What follows belongs to an exercise in optimizing a design on an open flow for small area, a short achievable clock period and few clock cycles; a production flow would make more cautious choices.
The RTL was checked by simulation tests, not by an equivalence proof against the original design.
Power figures rest on the tool's default switching activity, not on a simulated workload.

==> v27: inputs <==
==> flow/design.v (excerpt) <==
module thermistor_frame_aggregator #(
  parameter int PACK_COUNT = tfa_pkg::PACK_COUNT_DEF
) (
  input  logic               clk,
  input  logic               rst_n,
  input  logic               start,
  output logic               busy,
  input  tfa_pkg::in_beat_t  in_data,
  output logic               out_strobe,
  output tfa_pkg::out_beat_t out_data,
  input  logic               cfg_valid,
  output logic               cfg_ready,
  input  logic [7:0]         cfg_index,
  input  logic [15:0]        cfg_data
);
  localparam int NH = 12;    
  logic [15:0] stale_r;
  logic [7:0]  module_r;
  assign cfg_ready = 1'b1;
  always_ff @(posedge clk) begin
    if (!rst_n) begin
      stale_r  <= tfa_pkg::STALE_RESET;
      module_r <= tfa_pkg::MODULE_RESET;
    end else if (cfg_valid) begin
      if (cfg_index == 8'd0) stale_r <= cfg_data;
      else if (cfg_index == 8'd1) module_r <= cfg_data[7:0];
    end
  end
  ...
clock: 8.0 ns
lec_check: 0
abc_clock_period_in_ps: 3500
cap_margin: 20
core_margin: 2
core_utilization: 45
place_density: 0.6
setup_slack_margin: 4.5
slew_margin: 20
run.sh (not shown) runs the stock make flow with config.mk's settings and CLKGATE_MAP_FILE= SYNTH_SCRIPT=/design/flow/synth_recipe.tcl, a recipe that flattens the netlist after the stock synthesis.
==> inputs of v25, as changes to v27 <==
--- a/flow/design.v
+++ b/flow/design.v
@@ -117,21 +117,21 @@
   logic signed [7:0]  minv_r   [0:NH-1];
   logic [2:0]         minp_r   [0:NH-1];
   logic signed [7:0]  maxv_r   [0:NH-1];
   logic [2:0]         maxp_r   [0:NH-1];
   logic signed [10:0] sum_r    [0:NH-1];
   logic signed [7:0]  t [0:5];
   logic [5:0]         lt [0:5];    
-  logic signed [10:0] w_sum;
+  logic signed [8:0]  w_ps [0:2];
   always_comb begin
     for (int i = 0; i < 6; i++) t[i] = p1_pay[8*i +: 8];
     for (int i = 0; i < 6; i++)
       for (int j = 0; j < 6; j++)
         lt[i][j] = (t[i] < t[j]);
-    w_sum = 11'(t[0]) + 11'(t[1]) + 11'(t[2]) + 11'(t[3]) + 11'(t[4]) + 11'(t[5]);
+    for (int k = 0; k < 3; k++) w_ps[k] = 9'(t[2*k]) + 9'(t[2*k+1]);
   end
   logic [NH-1:0] stale;
   logic [15:0]   s_a, s_nhi, s_nhim1, s_g;
   logic          s_neg;
   assign s_a     = p1_now[15:0];
   assign s_nhi   = p1_now[31:16];
   assign s_nhim1 = p1_pay[47:32];
@@ -151,36 +151,41 @@
     for (int h = 0; h < NH; h++)
       if (p1_w && p1_h == 4'(h)) stamp_r[h] <= p1_now;
   end
   logic              p2_w, p2_r;
   logic [3:0]        p2_h;
   logic [47:0]       p2_t;
   logic [5:0]        p2_lt [0:5];
-  logic signed [10:0] p2_sum;
-  logic [NH-1:0]     p2_stale;
+  logic signed [8:0] p2_ps [0:2];
+  logic [NH-1:0]     p2_vld;
+  logic [NH-1:0]     wr_set;
+  always_comb
+    for (int h = 0; h < NH; h++) wr_set[h] = valid_r[h] || (p2_w && p2_h == 4'(h));
   always_ff @(posedge clk) begin
     if (!rst_n) begin
       p2_w <= 1'b0;
       p2_r <= 1'b0;
     end else begin
       p2_w <= p1_w;
       p2_r <= p1_r && !busy_r;
     end
   end
   always_ff @(posedge clk) begin
     p2_h     <= p1_h;
     p2_t     <= p1_pay;
     for (int i = 0; i < 6; i++) p2_lt[i] <= lt[i];
-    p2_sum   <= w_sum;
-    p2_stale <= stale;
+    for (int k = 0; k < 3; k++) p2_ps[k] <= w_ps[k];
+    p2_vld   <= wr_set & ~stale;
   end
   logic signed [7:0] u [0:5];
   logic [5:0]        minsel, maxsel;
   logic signed [7:0] w_minv, w_maxv;
   logic [2:0]        w_minp, w_maxp;
+  logic signed [10:0] w_sum;
+  assign w_sum = 11'(p2_ps[0]) + 11'(p2_ps[1]) + 11'(p2_ps[2]);
   always_comb begin
     for (int i = 0; i < 6; i++) u[i] = p2_t[8*i +: 8];
     for (int i = 0; i < 6; i++) begin
       minsel[i] = 1'b1;
       maxsel[i] = 1'b1;
       for (int j = 0; j < 6; j++) begin
         if (j < i) begin
@@ -207,110 +212,106 @@
     for (int h = 0; h < NH; h++) begin
       if (p2_w && p2_h == 4'(h)) begin
         temps_r[h] <= p2_t;
         minv_r[h]  <= w_minv;
         minp_r[h]  <= w_minp;
         maxv_r[h]  <= w_maxv;
         maxp_r[h]  <= w_maxp;
-        sum_r[h]   <= p2_sum;
+        sum_r[h]   <= w_sum;
       end
     end
   end
   logic [NH-1:0] vld;
-  assign vld = valid_r & ~p2_stale;
+  assign vld = p2_vld;
   always_ff @(posedge clk) begin
     if (!rst_n) begin
       valid_r <= '0;
     end else begin
       for (int h = 0; h < NH; h++) begin
         if (p2_w && p2_h == 4'(h)) valid_r[h] <= 1'b1;
         else if (p2_r) valid_r[h] <= vld[h];
       end
     end
   end
   logic [3:0] ptr_h;
   logic [2:0] ptr_o;
-  logic [3:0] m3;
   logic [NH-1:0] above;
   logic [3:0] first_all, first_above, first_h;
   logic       hv;
   logic [3:0] sel_h;
   logic [2:0] sel_o;
-  logic signed [7:0] tsel;
   always_comb begin
-    m3 = '0;
-    for (int h = 0; h < NH; h++) m3 = m3 + 4'(vld[h]);
     for (int h = 0; h < NH; h++) above[h] = vld[h] && (4'(h) > ptr_h);
     first_all = '0;
     for (int h = NH - 1; h >= 0; h--) if (vld[h]) first_all = 4'(h);
     first_above = '0;
     for (int h = NH - 1; h >= 0; h--) if (above[h]) first_above = 4'(h);
     first_h = (above != '0) ? first_above : first_all;
     hv    = vld[ptr_h];
     sel_h = hv ? ptr_h : first_h;
     sel_o = hv ? ptr_o : 3'd0;
-    tsel  = hv ? temps_r[ptr_h][8*ptr_o +: 8] : temps_r[first_h][7:0];
   end
-  function automatic logic [15:0] pick4(logic [63:0] c, logic is_max);
+  function automatic logic [3:0] win4(logic [63:0] c, logic is_max);
     logic [3:0]        win;
-    logic [15:0]       r;
     logic signed [7:0] vi, vj;
     logic              better, same;
     for (int i = 0; i < 4; i++) begin
       vi = c[16*i + 7 +: 8];
       win[i] = c[16*i + 15];
       for (int j = 0; j < 4; j++) begin
         vj = c[16*j + 7 +: 8];
         better = is_max ? (vi > vj) : (vi < vj);
         same   = (vi == vj);
         if (j != i)
           win[i] = win[i] & (!c[16*j + 15] || better || (j > i && same));
       end
     end
+    win4 = win;
+  endfunction
+  function automatic logic [15:0] pick4(logic [63:0] c, logic is_max);
+    logic [3:0]  win;
+    logic [15:0] r;
+    win = win4(c, is_max);
     r = '0;
     for (int i = 0; i < 4; i++) r = r | (win[i] ? c[16*i +: 16] : 16'd0);
     pick4 = r;
   endfunction
-  logic [15:0] gmin [0:2], gmax [0:2];
+  logic [3:0] gmin [0:2], gmax [0:2];
   logic signed [12:0] sg [0:2];
   always_comb begin
     for (int k = 0; k < 3; k++) begin
       logic [63:0] cmin, cmax;
       for (int j = 0; j < 4; j++) begin
         cmin[16*j +: 16] = {vld[4*k+j], minv_r[4*k+j], 4'(4*k+j), minp_r[4*k+j]};
         cmax[16*j +: 16] = {vld[4*k+j], maxv_r[4*k+j], 4'(4*k+j), maxp_r[4*k+j]};
       end
-      gmin[k] = pick4(cmin, 1'b0);
-      gmax[k] = pick4(cmax, 1'b1);
+      gmin[k] = win4(cmin, 1'b0);
+      gmax[k] = win4(cmax, 1'b1);
       sg[k] = '0;
       for (int j = 0; j < 4; j++)
         sg[k] = sg[k] + (vld[4*k+j] ? 13'(sum_r[4*k+j]) : 13'sd0);
     end
   end
   logic              p3_r;
-  logic [15:0]       p3_mn [0:2], p3_mx [0:2];
+  logic [3:0]        p3_mn [0:2], p3_mx [0:2];
   logic signed [12:0] p3_sg [0:2];
-  logic [3:0]        p3_m;
   logic [3:0]        p3_sh;
   logic [2:0]        p3_so;
-  logic signed [7:0] p3_ts;
   always_ff @(posedge clk) begin
     if (!rst_n) p3_r <= 1'b0;
-    else        p3_r <= p2_r && (m3 != '0);
+    else        p3_r <= p2_r && (vld != '0);
   end
   always_ff @(posedge clk) begin
     for (int k = 0; k < 3; k++) begin
       p3_mn[k] <= gmin[k];
       p3_mx[k] <= gmax[k];
       p3_sg[k] <= sg[k];
     end
-    p3_m  <= m3;
     p3_sh <= sel_h;
     p3_so <= sel_o;
-    p3_ts <= tsel;
   end
   always_ff @(posedge clk) begin
     if (!rst_n) begin
       ptr_h <= '0;
       ptr_o <= '0;
     end else if (p3_r) begin
       if (p3_so == 3'd5) begin
@@ -319,19 +320,36 @@
       end else begin
         ptr_o <= p3_so + 3'd1;
         ptr_h <= p3_sh;
       end
     end
   end
   logic [15:0] mn_f, mx_f;
+  logic [47:0] mn_c, mx_c;
   logic signed [14:0] s_total;
+  logic [3:0] m4;
+  logic signed [7:0] tsel;
   always_comb begin
-    mn_f = pick4({16'd0, p3_mn[2], p3_mn[1], p3_mn[0]}, 1'b0);
-    mx_f = pick4({16'd0, p3_mx[2], p3_mx[1], p3_mx[0]}, 1'b1);
+    for (int k = 0; k < 3; k++) begin
+      logic [15:0] a, b;
+      a = '0;
+      b = '0;
+      for (int j = 0; j < 4; j++) begin
+        a = a | (p3_mn[k][j] ? {1'b1, minv_r[4*k+j], 4'(4*k+j), minp_r[4*k+j]} : 16'd0);
+        b = b | (p3_mx[k][j] ? {1'b1, maxv_r[4*k+j], 4'(4*k+j), maxp_r[4*k+j]} : 16'd0);
+      end
+      mn_c[16*k +: 16] = a;
+      mx_c[16*k +: 16] = b;
+    end
+    mn_f = pick4({16'd0, mn_c}, 1'b0);
+    mx_f = pick4({16'd0, mx_c}, 1'b1);
     s_total = 15'(p3_sg[0]) + 15'(p3_sg[1]) + 15'(p3_sg[2]);
+    m4 = '0;
+    for (int h = 0; h < NH; h++) m4 = m4 + 4'(valid_r[h]);
+    tsel = temps_r[p3_sh][8*p3_so +: 8];
   end
   logic              p4_r;
   logic signed [7:0] p4_lo, p4_hi, p4_ts;
   logic [3:0]        p4_loh, p4_hih, p4_sh, p4_m;
   logic [2:0]        p4_lop, p4_hip, p4_so;
   logic signed [14:0] p4_s;
   always_ff @(posedge clk) begin
@@ -342,18 +360,18 @@
     p4_lo  <= mn_f[14:7];
     p4_loh <= mn_f[6:3];
     p4_lop <= mn_f[2:0];
     p4_hi  <= mx_f[14:7];
     p4_hih <= mx_f[6:3];
     p4_hip <= mx_f[2:0];
     p4_s   <= s_total;
-    p4_m   <= p3_m;
+    p4_m   <= m4;
     p4_sh  <= p3_sh;
     p4_so  <= p3_so;
-    p4_ts  <= p3_ts;
+    p4_ts  <= tsel;
   end
   function automatic logic [6:0] idx_of(logic [3:0] h, logic [2:0] p);
     idx_of = {1'b0, h, 2'b00} + {2'b00, h, 1'b0} + {4'd0, p};
   endfunction
   logic        p4_neg;
   logic [5:0]  p4_d;
   logic [15:0] p4_n2;
@@ -371,14 +389,15 @@
   } rec_t;
   logic        p5_r;
   rec_t        p5_rec;
   logic        p5_neg;
   logic [12:0] p5_n;
   logic [5:0]  p5_d;
   logic [6:0]  p5_d3;
+  logic [7:0]  p5_cka;
   always_ff @(posedge clk) begin
     if (!rst_n) p5_r <= 1'b0;
     else        p5_r <= p4_r;
   end
   always_ff @(posedge clk) begin
     p5_rec.lo  <= p4_lo;
     p5_rec.hi  <= p4_hi;
@@ -387,14 +406,16 @@
     p5_rec.m   <= p4_m;
     p5_rec.sel <= idx_of(p4_sh, p4_so);
     p5_rec.ts  <= p4_ts;
     p5_neg     <= p4_neg;
     p5_n       <= p4_n2[13:1];
     p5_d       <= p4_d;
     p5_d3      <= {p4_m, 3'b000} + {3'b000, p4_m};
+    p5_cka     <= tfa_pkg::CK_SEED + module_r + p4_lo + p4_hi
+                + {1'b0, p4_m, 2'b00} + {2'b00, p4_m, 1'b0};
   end
   function automatic logic [7:0] div_row(logic [5:0] rem, logic [1:0] nb, logic [5:0] d,
                                          logic [6:0] d3);
     logic [7:0] tr;
     logic [8:0] s1, s2, s3;
     tr = {rem, nb};
     s1 = {1'b0, tr} - {3'b000, d};
@@ -407,20 +428,20 @@
   endfunction
   logic       p6_r, p7_r, p8_r, p9_r, p10_r;
   logic       p6_neg, p7_neg, p8_neg, p9_neg;
   logic [5:0] p6_d, p7_d, p8_d;
   logic [6:0] p6_d3, p7_d3, p8_d3;
   logic [5:0] p6_rem, p7_rem, p8_rem;
   logic [7:0] p6_nq, p7_nq, p8_nq, p9_q;
-  rec_t       p6_rec, p7_rec, p8_rec, p9_rec, p10_rec;
+  rec_t       p6_rec, p7_rec, p8_rec, p9_rec;
+  logic [6:0] p10_sel;
+  logic [7:0] p10_ts;
   logic [7:0] ckp, p6_ck, p7_ck, p8_ck, p9_ck;
   logic [7:0] x6, x7, x8, x9;
-  assign ckp = tfa_pkg::CK_SEED + module_r + p5_rec.lo + p5_rec.hi
-             + {1'b0, p5_rec.m, 2'b00} + {2'b00, p5_rec.m, 1'b0}
-             + 8'(p5_rec.hid) + 8'(p5_rec.lid);
+  assign ckp = p5_cka + 8'(p5_rec.hid) + 8'(p5_rec.lid);
   assign x6 = div_row({1'b0, p5_n[12:8]}, p5_n[7:6], p5_d, p5_d3);
   assign x7 = div_row(p6_rem, p6_nq[7:6], p6_d, p6_d3);
   assign x8 = div_row(p7_rem, p7_nq[7:6], p7_d, p7_d3);
   assign x9 = div_row(p8_rem, p8_nq[7:6], p8_d, p8_d3);
   always_ff @(posedge clk) begin
     if (!rst_n) begin
       p6_r  <= 1'b0;
@@ -454,15 +475,16 @@
     p7_neg  <= p6_neg;
     p8_neg  <= p7_neg;
     p9_neg  <= p8_neg;
     p6_rec  <= p5_rec;
     p7_rec  <= p6_rec;
     p8_rec  <= p7_rec;
     p9_rec  <= p8_rec;
-    p10_rec <= p9_rec;
+    p10_sel <= p9_rec.sel;
+    p10_ts  <= p9_rec.ts;
     p6_ck   <= ckp;
     p7_ck   <= p6_ck;
     p8_ck   <= p7_ck;
     p9_ck   <= p8_ck;
   end
   logic [7:0] avg;
   assign avg = p9_neg ? 8'(-p9_q) : p9_q;
@@ -482,21 +504,19 @@
       out_r.byte_4     <= {1'b0, p9_rec.m, 2'b00} + {2'b00, p9_rec.m, 1'b0};
       out_r.byte_5     <= 8'(p9_rec.hid);
       out_r.byte_6     <= 8'(p9_rec.lid);
       out_r.byte_7     <= p9_ck + avg;
       out_r.last       <= 1'b0;
     end else begin
       out_r.frame_kind <= tfa_pkg::KIND_GENERAL;
-      out_r.byte_0     <= 8'(p10_rec.sel);
-      out_r.byte_1     <= p10_rec.ts;
-      out_r.byte_2     <= 8'(p10_rec.sel);
-      out_r.byte_3     <= p10_rec.lo;
-      out_r.byte_4     <= p10_rec.hi;
-      out_r.byte_5     <= 8'(p10_rec.hid);
-      out_r.byte_6     <= 8'(p10_rec.lid);
+      out_r.byte_0     <= 8'(p10_sel);
+      out_r.byte_1     <= p10_ts;
+      out_r.byte_2     <= 8'(p10_sel);
+      out_r.byte_3     <= out_r.byte_1;
+      out_r.byte_4     <= out_r.byte_2;
       out_r.byte_7     <= tfa_pkg::GEN_TAIL;
       out_r.last       <= 1'b1;
     end
   end
   assign out_strobe = out_strobe_r;
   assign out_data   = out_r;
 endmodule
ABC_CLOCK_PERIOD_IN_PS = unset   (was 3500)
CTS_CLUSTER_DIAMETER = 55   (was unset)
CTS_CLUSTER_SIZE = 24   (was unset)
SETUP_SLACK_MARGIN = 4.2   (was 4.5)
==> results.txt <==
register bit total from synthesis=2219; starting density of the core=around 45%; CP Data Required Time=around 8800 ps; worst path buffer plus inverter count=1; GR Layer Usage met1=between 30% and 40%; simple-gate share of the synthesized area=just over 8%; Hold Crit Start=p6_rec[0]; status=no timing/DRC/antenna violations; n_taps=about 3000; R2R cell count=15; met3 wire len=around 23000 um; clock buffers=around 200; nets=~10000; Placed Cells=11700; Post-Route WL=about 310000 um; Data buffer area share=between 3 and 4%; Worst R2R Start=p2_vld[0]; clk sinks=between 2000 and 2500; M2 GR Usage=41.7%
The numbers above come from v25.

==> results.txt <==
Hold Crit Start=p7_rec[1]; Worst R2R Start=valid_r[10]; n_taps=approximately 3200; GR Layer Usage met1=approximately 35%; worst path buffer plus inverter count=3; Post-Synth XOR/XNOR Area=between 2 and 3%; R2R cell count=12; met3 wire len=around 29000 um; Post-Route WL=approximately 340000 um; Data buffer area share=under 10%; clk sinks=roughly 2300; status=no timing/DRC/antenna violations; clock buffers=approximately 300; Power per Cell Area=roughly 210 mW/mm^2; M2 GR Usage=between 40% and 50%; CP Data Required Time=around 8800 ps; starting density of the core=between 40% and 50%
The numbers above come from v27.

Testbench counts of v27, summed over its fixed seeds: cycles 4,958.
Testbench counts of v25, summed over its fixed seeds: cycles 4,958.

-- re-timing with driven ports --
Ports are ideal in the flow. The routed layouts listed here were re-timed in OpenROAD. Step 1, drivers: a clkbuf_16 drives clk and a buf_2 each remaining input, both assumed. Step 2 times the ports against the registers' clock, not the clock port: input delays grow and output delays shrink by t, the midpoint of the rising clock arrivals with the driver on. Slacks: no drivers / after step 1 / after step 2; pairs: no drivers / after step 1.
run | t, ns | setup slack, ns | pins driven straight from the clock port
v27 | 0.991 | 4.124 / 4.124 / 3.650 | 1
v25 | 0.951 | 4.258 / 4.258 / 3.494 | 1
After both steps every run listed still meets setup and hold. The setup slack of v25, which loses most, moves by 0.000 ns with the drivers and by -0.764 ns with both steps.
